Background: an optimization exercise with open tools, aiming at small area, a short achievable clock period and few clock cycles per item. Do not read the settings as production practice. Function was checked by simulation only, so behaviour that the tests miss may differ from the original. No activity file was given, so power comes from the tool's default toggle rates.

$ cat flow/design.v
package cle_pkg;
    typedef struct packed {
        logic [5-1:0] row;
        logic [5-1:0] col;
    } pix_rc_t;
    typedef struct packed {
        logic [7-1:0] byte_addr;
        logic [3-1:0]  bit_pos;
    } pix_bb_t;
    typedef union packed {
        pix_rc_t rc;
        pix_bb_t bb;
    } pix_idx_u;
    typedef logic [8-1:0] label_t;
    typedef enum logic [2:0] {
        LEFT_UP, UP, RIGHT_UP, LEFT, RIGHT, LEFT_DOWN, DOWN, RIGHT_DOWN
    } dir_t;
endpackage
`timescale 1ns/100ps
module cle_top (
    input  logic       clk,
    input  logic       reset,
    input  logic [7:0] rom_q,
    output logic [6:0] rom_a,
    output logic [9:0] sram_a,
    output logic [7:0] sram_d,
    output logic       sram_wen,
    output logic       finish
);
    localparam int C = 64;
    localparam logic [2:0] PH_CLR  = 3'd0,
                           PH_P1   = 3'd1,
                           PH_RST  = 3'd2,
                           PH_PRE  = 3'd3,
                           PH_P2   = 3'd4,
                           PH_SAVE = 3'd5,
                           PH_FIN  = 3'd6;
    localparam logic [1:0] RS_INIT = 2'd0,
                           RS_R2   = 2'd1,
                           RS_IDLE = 2'd2;
    logic [2:0]  ph;
    logic        p1, p2;
    logic [7:0]  fa, flim;
    logic        iv1, iv2;
    logic [7:0]  fq [0:2];
    logic [1:0]  fcnt;
    logic        flush;
    logic        issue, push, pop;
    logic [7:0]  bc, blim;
    logic [7:0]  done8;
    logic [2:0]  jcnt;
    logic [31:0] prevB, curB;
    logic        hv;
    logic [7:0]  hbc;
    logic [1:0]  kk;
    logic        run0, emit, last_in_byte;
    logic [7:0]  rem, jlow, jsel;
    logic [31:0] ohn;
    logic        n_l, n_u, n_ul, n_ur, n_fg;
    logic [2:0]  jenc;
    logic        s1v;
    logic [31:0] s1oh;
    logic [4:0]  s1c, s1r;
    logic        s1fg, s1U, s1L, s1UL, s1UR;
    logic [31:0][8:0] up;
    logic [8:0]  rA, rB, rD;
    logic [31:0] match;
    logic [8:0]  tgt;
    logic [6:0]  cnt1;
    logic [6:0]  xid;
    logic        xfree;
    logic        ovf;
    logic [4:0]  rovf, rseg;
    logic [5:0]  endr;
    logic [8:0]  tab [0:C-1];
    logic [5:0]  ridx, rk;
    logic [8:0]  tdata;
    logic [1:0]  rs;
    logic [8:0]  e_q;
    logic [7:0]  pv_lab;
    logic        pv_root, pv_ok;
    logic [7:0]  cnt;
    logic        useA, useD, isStart;
    logic        mrgPos, merge, dlt;
    logic [8:0]  w, l;
    logic        untracked, p1start, hold_p1, alloc_t, alloc_x;
    logic [6:0]  xn;
    logic [8:0]  lab1;
    logic        p2fg, p2start, hold_p2, consume;
    logic [7:0]  startLab, lab2;
    logic        hold;
    logic        wen_u;
    logic [8:0]  wdat;
    logic        twe;
    logic [5:0]  twi;
    logic [8:0]  twd;
    logic        p1_done, p2_done, walk_end, pre_done;
    assign p1 = (ph == PH_P1);
    assign p2 = (ph == PH_P2);
    assign hv = (fcnt != 2'd0);
    always_comb begin
        for (int j = 0; j < 8; j++) hbc[j] = fq[0][7-j];
    end
    assign kk = bc[1:0];
    assign rem  = hbc & ~done8;
    assign jlow = rem & (~rem + 8'd1);
    assign jsel = p1 ? jlow : (8'd1 << jcnt);
    assign run0 = (p1 || p2) && hv && (bc < blim) && !hold;
    assign emit = run0 && (p1 ? (rem != 8'd0) : 1'b1);
    assign last_in_byte = p1 ? ((rem & ~jlow) == 8'd0) : (jcnt == 3'd7);
    assign pop  = (run0 && last_in_byte) || ((ph == PH_PRE) && hv && (bc < blim));
    assign ohn = {24'd0, jsel} << {kk, 3'd0};
    logic prevbit;
    always_comb begin
        case (kk)
            2'd1:    prevbit = curB[7];
            2'd2:    prevbit = curB[15];
            2'd3:    prevbit = curB[23];
            default: prevbit = 1'b0;
        endcase
        n_l  = (|(jsel[7:1] & hbc[6:0])) || (jsel[0] && prevbit);
        n_u  = |(prevB & ohn);
        n_ul = |(prevB[30:0] & ohn[31:1]);
        n_ur = |(prevB[31:1] & ohn[30:0]);
        n_fg = |(hbc & jsel);
        jenc = 3'd0;
        for (int j = 0; j < 8; j++) if (jsel[j]) jenc = 3'(j);
    end
    always_comb begin
        rA = '0;
        rB = '0;
        rD = '0;
        for (int x = 0; x < 32; x++) begin
            rB = rB | (up[x] & {9{s1oh[x]}});
            if (x < 31) begin
                rA = rA | (up[x]   & {9{s1oh[x+1]}});
                rD = rD | (up[x+1] & {9{s1oh[x]}});
            end
        end
    end
    assign useA    = !s1U && (s1L || s1UL);
    assign useD    = !s1U && !(s1L || s1UL) && s1UR;
    assign isStart = !(s1U || s1L || s1UL || s1UR);
    assign mrgPos = p1 && s1v && useA && s1UR;
    assign dlt    = (rD < rA);
    assign merge  = mrgPos && (rA != rD);
    assign w      = dlt ? rD : rA;
    assign l      = dlt ? rA : rD;
    assign untracked = cnt1[6];
    assign p1start   = p1 && s1v && isStart;
    assign hold_p1   = p1start && untracked && !xfree;
    assign alloc_t   = p1start && !untracked;
    assign alloc_x   = p1start && untracked && xfree;
    assign xn        = xid + {6'd0, (alloc_x || hold_p1)};
    always_comb begin
        if (s1U)       lab1 = rB;
        else if (useA) lab1 = mrgPos ? w : rA;
        else if (useD) lab1 = rD;
        else if (untracked) lab1 = {2'b11, xid};
        else           lab1 = {3'b100, cnt1[5:0]};
    end
    assign p2fg     = p2 && s1v && s1fg;
    assign p2start  = p2fg && isStart;
    assign hold_p2  = p2start && !pv_ok;
    assign consume  = p2start && pv_ok;
    assign startLab = pv_root ? (cnt + 8'd1) : pv_lab;
    always_comb begin
        if (s1U)       lab2 = rB[7:0];
        else if (useA) lab2 = rA[7:0];
        else if (useD) lab2 = rD[7:0];
        else           lab2 = startLab;
    end
    assign hold = hold_p1 || hold_p2;
    assign tgt = mrgPos ? l : {2'b11, xn};
    always_comb begin
        for (int x = 0; x < 32; x++) match[x] = (up[x] == tgt);
    end
    assign wen_u = (p1 && s1v && !hold) || (p2fg && !hold) || (ph == PH_RST);
    always_comb begin
        if (p1)      wdat = lab1;
        else if (p2) wdat = {1'b0, lab2};
        else         wdat = {1'b0, tdata[7:0]};
    end
    always_ff @(posedge clk) begin
        for (int x = 0; x < 32; x++) begin
            if (ph == PH_CLR)
                up[x] <= '0;
            else if (wen_u && s1oh[x])
                up[x] <= wdat;
            else if (merge && match[x])
                up[x] <= w;
        end
    end
    always_comb begin
        twe = 1'b0;
        twi = '0;
        twd = '0;
        if (alloc_t) begin
            twe = 1'b1;
            twi = cnt1[5:0];
            twd = {3'b000, cnt1[5:0]};
        end else if (merge && l[8:7] == 2'b10) begin
            twe = 1'b1;
            twi = l[5:0];
            twd = {~w[8], w[7:0]};
        end else if (consume) begin
            twe = 1'b1;
            twi = rk;
            twd = {1'b1, lab2};
        end else if (ph == PH_SAVE) begin
            twe = 1'b1;
            twi = {1'b0, s1c};
            twd = {1'b1, rB[7:0]};
        end
    end
    always_ff @(posedge clk) begin
        if (twe) tab[twi] <= twd;
    end
    always_comb begin
        if (ph == PH_RST)      ridx = {1'b0, s1c};
        else if (rs == RS_R2)  ridx = e_q[5:0];
        else if (rs == RS_INIT) ridx = rk;
        else                   ridx = rk + 6'd1;
    end
    assign tdata = tab[ridx];
    assign p1_done  = p1 && (bc == blim) && !s1v;
    assign p2_done  = p2 && (bc == blim) && !s1v;
    assign walk_end = (s1c == 5'd31);
    assign pre_done = (ph == PH_PRE) && (bc == blim);
    assign flush = (ph == PH_CLR) || p1_done || p2_done ||
                   (((ph == PH_RST) || (ph == PH_SAVE)) && walk_end) || pre_done;
    assign push  = iv2;
    assign issue = !flush && (p1 || p2 || (ph == PH_PRE)) && (fa < flim) &&
                   ({1'b0, fcnt} + {2'b0, iv1} + {2'b0, iv2} - {2'b0, pop} < 3'd3);
    always_ff @(posedge clk or posedge reset) begin
        if (reset) begin
            rom_a <= '0;
            iv1   <= 1'b0;
            iv2   <= 1'b0;
            fcnt  <= '0;
        end else begin
            iv1 <= issue;
            iv2 <= iv1 && !flush;
            if (issue) rom_a <= fa[6:0];
            if (flush) fcnt <= '0;
            else       fcnt <= fcnt + {1'b0, push} - {1'b0, pop};
        end
    end
    always_ff @(posedge clk) begin
        if (pop) begin
            fq[0] <= fq[1];
            fq[1] <= fq[2];
        end
        if (push) fq[fcnt - {1'b0, pop}] <= rom_q;
    end
    always_ff @(posedge clk) begin
        if (issue) fa <= fa + 8'd1;
        if (pop) begin
            curB[{kk, 3'd0} +: 8] <= hbc;
            if (kk == 2'd3) prevB <= {hbc, curB[23:0]};
            bc    <= bc + 8'd1;
            done8 <= '0;
            jcnt  <= '0;
        end else if (emit) begin
            done8 <= done8 | jsel;
            jcnt  <= jcnt + 3'd1;
        end
        if ((ph == PH_RST) || (ph == PH_SAVE)) begin
            s1oh <= {s1oh[30:0], 1'b0};
            s1c  <= s1c + 5'd1;
        end else if (!hold && emit) begin
            s1oh <= ohn;
            s1c  <= {kk, jenc};
            s1r  <= bc[6:2];
            s1fg <= n_fg;
            s1U  <= n_u;
            s1L  <= n_l;
            s1UL <= n_ul;
            s1UR <= n_ur;
        end
        case (ph)
            PH_CLR: begin
                bc    <= 8'd0;
                fa    <= 8'd0;
                flim  <= 8'd128;
                blim  <= 8'd128;
                prevB <= '0;
                done8 <= '0;
                cnt1  <= '0;
                ovf   <= 1'b0;
                rseg  <= '0;
            end
            PH_P1: begin
                if (p1_done) begin
                    endr <= ovf ? {1'b0, rovf} : 6'd32;
                    if (rseg == 5'd0) begin
                        bc    <= 8'd0;
                        fa    <= 8'd0;
                        flim  <= 8'd128;
                        blim  <= ovf ? {1'b0, rovf, 2'b00} : 8'd128;
                        prevB <= '0;
                        done8 <= '0;
                        jcnt  <= '0;
                        rk    <= 6'd0;
                    end else begin
                        s1oh <= 32'd1;
                        s1c  <= 5'd0;
                    end
                end else if (p1start && untracked && !ovf) begin
                    ovf  <= 1'b1;
                    rovf <= s1r;
                end
                if (alloc_t) cnt1 <= cnt1 + 7'd1;
            end
            PH_RST: begin
                if (walk_end) begin
                    bc   <= {1'b0, rseg - 5'd1, 2'b00};
                    fa   <= {1'b0, rseg - 5'd1, 2'b00};
                    flim <= {1'b0, rseg, 2'b00};
                    blim <= {1'b0, rseg, 2'b00};
                end
            end
            PH_PRE: begin
                if (pre_done) begin
                    fa    <= {1'b0, rseg, 2'b00};
                    flim  <= 8'd128;
                    blim  <= {endr, 2'b00};
                    done8 <= '0;
                    jcnt  <= '0;
                    rk    <= 6'd32;
                end
            end
            PH_P2: begin
                if (p2_done) begin
                    s1oh <= 32'd1;
                    s1c  <= 5'd0;
                end
                if (consume) rk <= rk + 6'd1;
            end
            PH_SAVE: begin
                if (walk_end) begin
                    rseg  <= endr[4:0];
                    bc    <= {endr, 2'b00};
                    fa    <= {endr, 2'b00};
                    flim  <= 8'd128;
                    blim  <= 8'd128;
                    done8 <= '0;
                    cnt1  <= 7'd32;
                    ovf   <= 1'b0;
                end
            end
            default: ;
        endcase
    end
    always_ff @(posedge clk) begin
        if (p2) begin
            case (rs)
                RS_INIT: e_q <= tdata;
                RS_R2: begin
                    pv_lab  <= e_q[8] ? e_q[7:0] : tdata[7:0];
                    pv_root <= !e_q[8] && (e_q[5:0] == rk);
                end
                default: if (consume) e_q <= tdata;
            endcase
        end
    end
    always_ff @(posedge clk or posedge reset) begin
        if (reset) begin
            ph       <= PH_CLR;
            s1v      <= 1'b0;
            rs       <= RS_INIT;
            pv_ok    <= 1'b0;
            cnt      <= '0;
            xid      <= '0;
            xfree    <= 1'b0;
            finish   <= 1'b0;
            sram_wen <= 1'b1;
        end else begin
            if (!hold) s1v <= emit;
            if (!mrgPos) xfree <= !(|match);
            xid <= xn;
            if (p2) begin
                case (rs)
                    RS_INIT: rs <= RS_R2;
                    RS_R2: begin
                        rs    <= RS_IDLE;
                        pv_ok <= 1'b1;
                    end
                    default: if (consume) begin
                        rs    <= RS_R2;
                        pv_ok <= 1'b0;
                    end
                endcase
            end else begin
                rs    <= RS_INIT;
                pv_ok <= 1'b0;
            end
            if (consume && pv_root) cnt <= cnt + 8'd1;
            sram_wen <= !(p2 && s1v && !hold);
            case (ph)
                PH_CLR: ph <= PH_P1;
                PH_P1: if (p1_done) ph <= (rseg == 5'd0) ? PH_P2 : PH_RST;
                PH_RST: if (walk_end) ph <= PH_PRE;
                PH_PRE: if (pre_done) ph <= PH_P2;
                PH_P2: if (p2_done) begin
                    if (endr == 6'd32) begin
                        ph     <= PH_FIN;
                        finish <= 1'b1;
                    end else begin
                        ph <= PH_SAVE;
                    end
                end
                PH_SAVE: if (walk_end) ph <= PH_P1;
                default: ph <= PH_FIN;
            endcase
        end
    end
    always_ff @(posedge clk) begin
        if (p2 && s1v && !hold) begin
            sram_a <= {s1r, s1c};
            sram_d <= s1fg ? lab2 : 8'd0;
        end
    end
endmodule
$ cat flow/run.sh
#!/bin/bash
# synth_recipe.tcl (not shown) runs the flow's synth.tcl, then flattens the netlist and writes it again
# the make line also repeats each setting of config.mk as NAME=value (left out here)
make -C /OpenROAD-flow-scripts/flow DESIGN_CONFIG=/design/flow/config.mk WORK_HOME=/design/flow/orfs CLKGATE_MAP_FILE= SYNTH_SCRIPT=/design/flow/synth_recipe.tcl finish
$ cat flow/config.mk
export PLATFORM = sky130hd
export DESIGN_NAME = cle_top
export DESIGN_NICKNAME = cle_top
export VERILOG_FILES = /design/flow/design.v
export SDC_FILE = /design/flow/constraint.sdc
export NUM_CORES = 4
export LEC_CHECK = 0
export CAP_MARGIN = 20
export CORE_MARGIN = 2
export CORE_UTILIZATION = 40
export SLEW_MARGIN = 20
$ cat flow/constraint.sdc
create_clock -name core_clock -period 8.0 [get_ports {clk}]
set_input_delay 1.6000 -clock core_clock [delete_from_list [all_inputs] [get_ports {clk}]]
set_output_delay 1.6000 -clock core_clock [all_outputs]
set_load 0.01 [all_outputs]
==> flow_summary.json <==
{
  "status": "no timing/DRC/antenna violations",
  "synth_nets": 5688,
  "path_max_fanout": 13,
  "period_share_pct": 91.69,
  "arrival_ps": 8050,
  "async_flop_share_pct": 3.180,
  "hp-class": "reg2reg",
  "grt_remaining_overflow": 0,
  "maxCapViolations": 0,
  "fp-row-count": 140,
  "drtPass1Iterations": 7,
  "grt.busiest_layer": "met2",
  "wire_per_inst_um": 34.21,
  "portBuffers": 36,
  "tightest_slew_ps": 1198,
  "groute.layer.met2.usage_pct": 50.05,
  "cts.path.max_buffers": 3,
  "hold_depth": 1,
  "core_mm2": 0.1461,
  "endpoint_kind": "register",
  "cp-start-kind": "register",
  "period_minus_slack_ps": 7335,
  "post_cts.repair.setup_buffers": 0,
  "die_width_um": 388.1,
  "reg2reg_depth": 22,
  "initial_core_util_pct": 40.40,
  "htree_levels": 3,
  "rsz0062_at_grt": "no",
  "ir_drop_mv": 0.2344,
  "fin_setup_tns_ps": 0,
  "grt_pass1_wl_um": 366900,
  "post-synth-top-count-cell": "edfxtp_1",
  "synth-seq-cells": 1132,
  "cts_resized": 0,
  "fin_nets": 5667,
  "final_core_util_pct": 45.71,
  "via_per_inst": 6.541,
  "grtUsageTotal_pct": 33.66,
  "die_y_um": 388.1,
  "syn_inst": 5631,
  "wirelength_um": 261200,
  "post_synth_and_or_nand_nor_area_fraction_pct": 14.12,
  "critical_path_required_ps": 8710,
  "hpwlAfterDp_um": 181700,
  "synth_area_leaders": "edfxtp_1 (36%), dfxtp_1 (13%), mux2i_1 (6.2%)",
  "worstSetupPathType": "reg2reg",
  "drive_above_1_share_pct": 11.68,
  "yosysTopAreaCell": "edfxtp_1",
  "clkSinkCount": 1132,
  "synth.top_cell.area_share_pct": 36.22,
  "met3_usage_pct": 7.832,
  "synthMuxAreaShare_pct": 8.515,
  "leakagePower_nw": 24.16,
  "drt-initial-drc-count": 6673,
  "synth_adder_area_share_pct": 1.039,
  "multi_input_area_mm2": 0.02724,
  "grt_antenna_before_repair": 11,
  "synthTopCellsByCount": "edfxtp_1 (712), nor2_1 (661), a211oi_1 (433)",
  "antenna_left": 0,
  "synth_top_family_by_area": "compound AO/OA/AOI/OAI gates",
  "finalSetupViolations": 0,
  "syn_area_per_cell_um2": 10.48,
  "gp_congestion": 1.112,
  "cts_tree": "done",
  "dieArea_mm2": 0.1507,
  "syn-cell-area_mm2": 0.05903,
  "synth_top_flop_cell": "edfxtp_1",
  "fmax_ghz": 0.1363,
  "postCtsHoldBufs": 0,
  "grt_util_met1_pct": 45.14,
  "relSlewSlack_pct": 19.50,
  "synth_cell_types": 89,
  "synth_xor_area_share_pct": 4.852,
  "yosysWarnings": 1,
  "io_pins": 37,
  "drv_slew": 0,
  "p_per_area_mw_per_mm2": 374.3,
  "seq_area_mm2": 0.02998,
  "root_buffer": "clkbuf_16",
  "synth_edf_count": 712,
  "cts_buffers": 119,
  "drc": 0,
  "finalHoldViolCount": 0,
  "fill_cells": 13602,
  "ys_seq_area_share_pct": 50.77,
  "clk_pin_slew_worst_paths_ps": 80,
  "timing.hold.ws_ps": 465.3,
  "syn_to_final_growth_pct": 13.12,
  "finClkSkew_ps": 94.05,
  "grt_max_degree": 100,
  "dr_total_vias": 49934,
  "clock_latency_ps": 820,
  "synth_compound_area_share_pct": 16.83,
  "grt_pass1_vias": 46793
}
==> cell families after synthesis <==
group	count (synthesis)
AOI/OAI and AO/OA	1341
xor gates and xnor gates	327
adders and majority gates	48
buffers and inverters	550
DFF	1132
muxes	457
and+or+nand+nor	1776
==> worst max-delay path, stage by stage (launching register included) <==
cell and delay, ps:
dfxtp_1 510, buf_4 310, a22o_1 210, a221oi_1 480, and4_1 370, nand2_1 190
inv_1 220, ha_1 270, o21ai_0 160, o21ai_1 100, a221o_1 680, and3_1 400
o21a_1 370, nor2_4 600, buf_4 350, xor2_1 170, nor2_1 70, and3b_1 310
nor4_1 680, buf_4 220, nand4_1 90, o31ai_1 300, buf_4 160
==> stage by stage <==
step	worst slack, ps	cell area, um2	power [mW]	cells
after floorplan	2189	59030	13.73	5631
after global placement	540.3	62670	18.70	7404
after detailed placement	876.5	62690	18.63	7405
after CTS	913.7	66740	24.41	7628
after global routing	753.5	66760	25.45	7629
final	665.0	66770	24.99	7634
==> cell usage in the layout, fill, tap and decap left out, types with 45 or more instances in the layout <==
cell | synthesis | routed
a21oi_1 | 119 | 106
nand3_1 | 101 | 101
a22o_1 | 49 | 49
and3_1 | 110 | 110
clkbuf_16 | 0 | 119
nand4_1 | 99 | 99
buf_4 | 16 | 264
xnor2_1 | 228 | 228
a22oi_1 | 308 | 308
mux2_2 | 57 | 57
a311oi_1 | 77 | 77
xor2_1 | 99 | 99
a221oi_1 | 71 | 71
ha_1 | 45 | 45
nand2_1 | 396 | 392
nor2_1 | 661 | 657
inv_1 | 82 | 81
and2_1 | 47 | 47
nor3_1 | 170 | 168
o21ai_0 | 94 | 94
dfxtp_1 | 384 | 378
edfxtp_1 | 712 | 712
mux2i_1 | 366 | 364
a211oi_1 | 433 | 430
==> flip-flops by register name, indices dropped and copies added (netlist names), 6 cells and up <==
register	count
tab	576
up	288
prevB	32
s1oh	32
curB	24
fq	24
sram_a	10
e_q	9
bc	8
cnt	8
done8	8
fa	8
pv_lab	8
sram_d	8
cnt1	7
rom_a	7
xid	7
blim	6
endr	6
flim	6
rk	6
==> power breakdown <==
group | leakage (nW) | switching, mW | internal [mW]
registers | 10.3 | 3.26 | 7.17
logic | 12.0 | 5.34 | 3.47
clock network | 1.94 | 2.54 | 3.22
total | 24.2 | 11.1 | 13.9
==> layer usage <==
layer,share of wire [%],vias to the layer above,routed length (um)
li1,-,21273,-
met1,40,25007,105800
met2,43,2933,112400
met3,9.9,713,25810
met4,6.6,8,17190
met5,0.021,-,56
==> path summary, 6_finish.rpt <==
kind / slack, ps / start / endpoint
worst min register to register: 470 / done8[4]$_DFF_P_ / done8[4]$_DFF_P_
min in group asynchronous: 1300 / reset / rom_a[6]$_DFFE_PP0P_
worst max register to register: 660 / s1oh[27]$_DFF_P_ / xfree$_DFFE_PP0N_
worst min-delay path: 470 / done8[4]$_DFF_P_ / done8[4]$_DFF_P_
max in group asynchronous: 6120 / reset / xid[2]$_DFF_PP0_
worst max-delay path: 660 / s1oh[27]$_DFF_P_ / xfree$_DFFE_PP0N_
==> area by class of cell <==
| cell class | count | share of cell area, % |
|---|---|---|
| Antenna cell | 5 | 0.01874 |
| Sequential cell | 1132 | 44.90 |
| Timing Repair Buffer | 323 | 4.156 |
| Multi-Input combinational cell | 3949 | 40.79 |
| Tap cell | 1917 | 3.592 |
| Clock buffer | 141 | 4.658 |
| Clock inverter | 82 | 1.407 |
| Inverter | 85 | 0.4797 |
Testbench counts, summed over its fixed seeds: cycles 31,311, items 24.

-- afterwards: timing with drivers on the ports --
How much do the figures lean on ideal ports? The routed layout below was timed once more, with nothing changed but the port constraints.
Step 1 assumes that a clkbuf_16 drives the clock port and a buf_2 every other input.
Step 2 also shifts input and output timing later by t, the mid clock arrival at the registers, as if the neighbouring blocks saw the same clock.
Three values: no drivers, after step 1, after step 2; two values: the first two.
t, ns: 0.857
setup WS [ns]: 0.665 / 0.665 / 0.665
hold slack, ns: 0.465 / 0.465 / 0.465
After both steps setup and hold are still met in this run. The setup slack of this run moves by 0.000 ns with the drivers and by 0.000 ns with both steps.
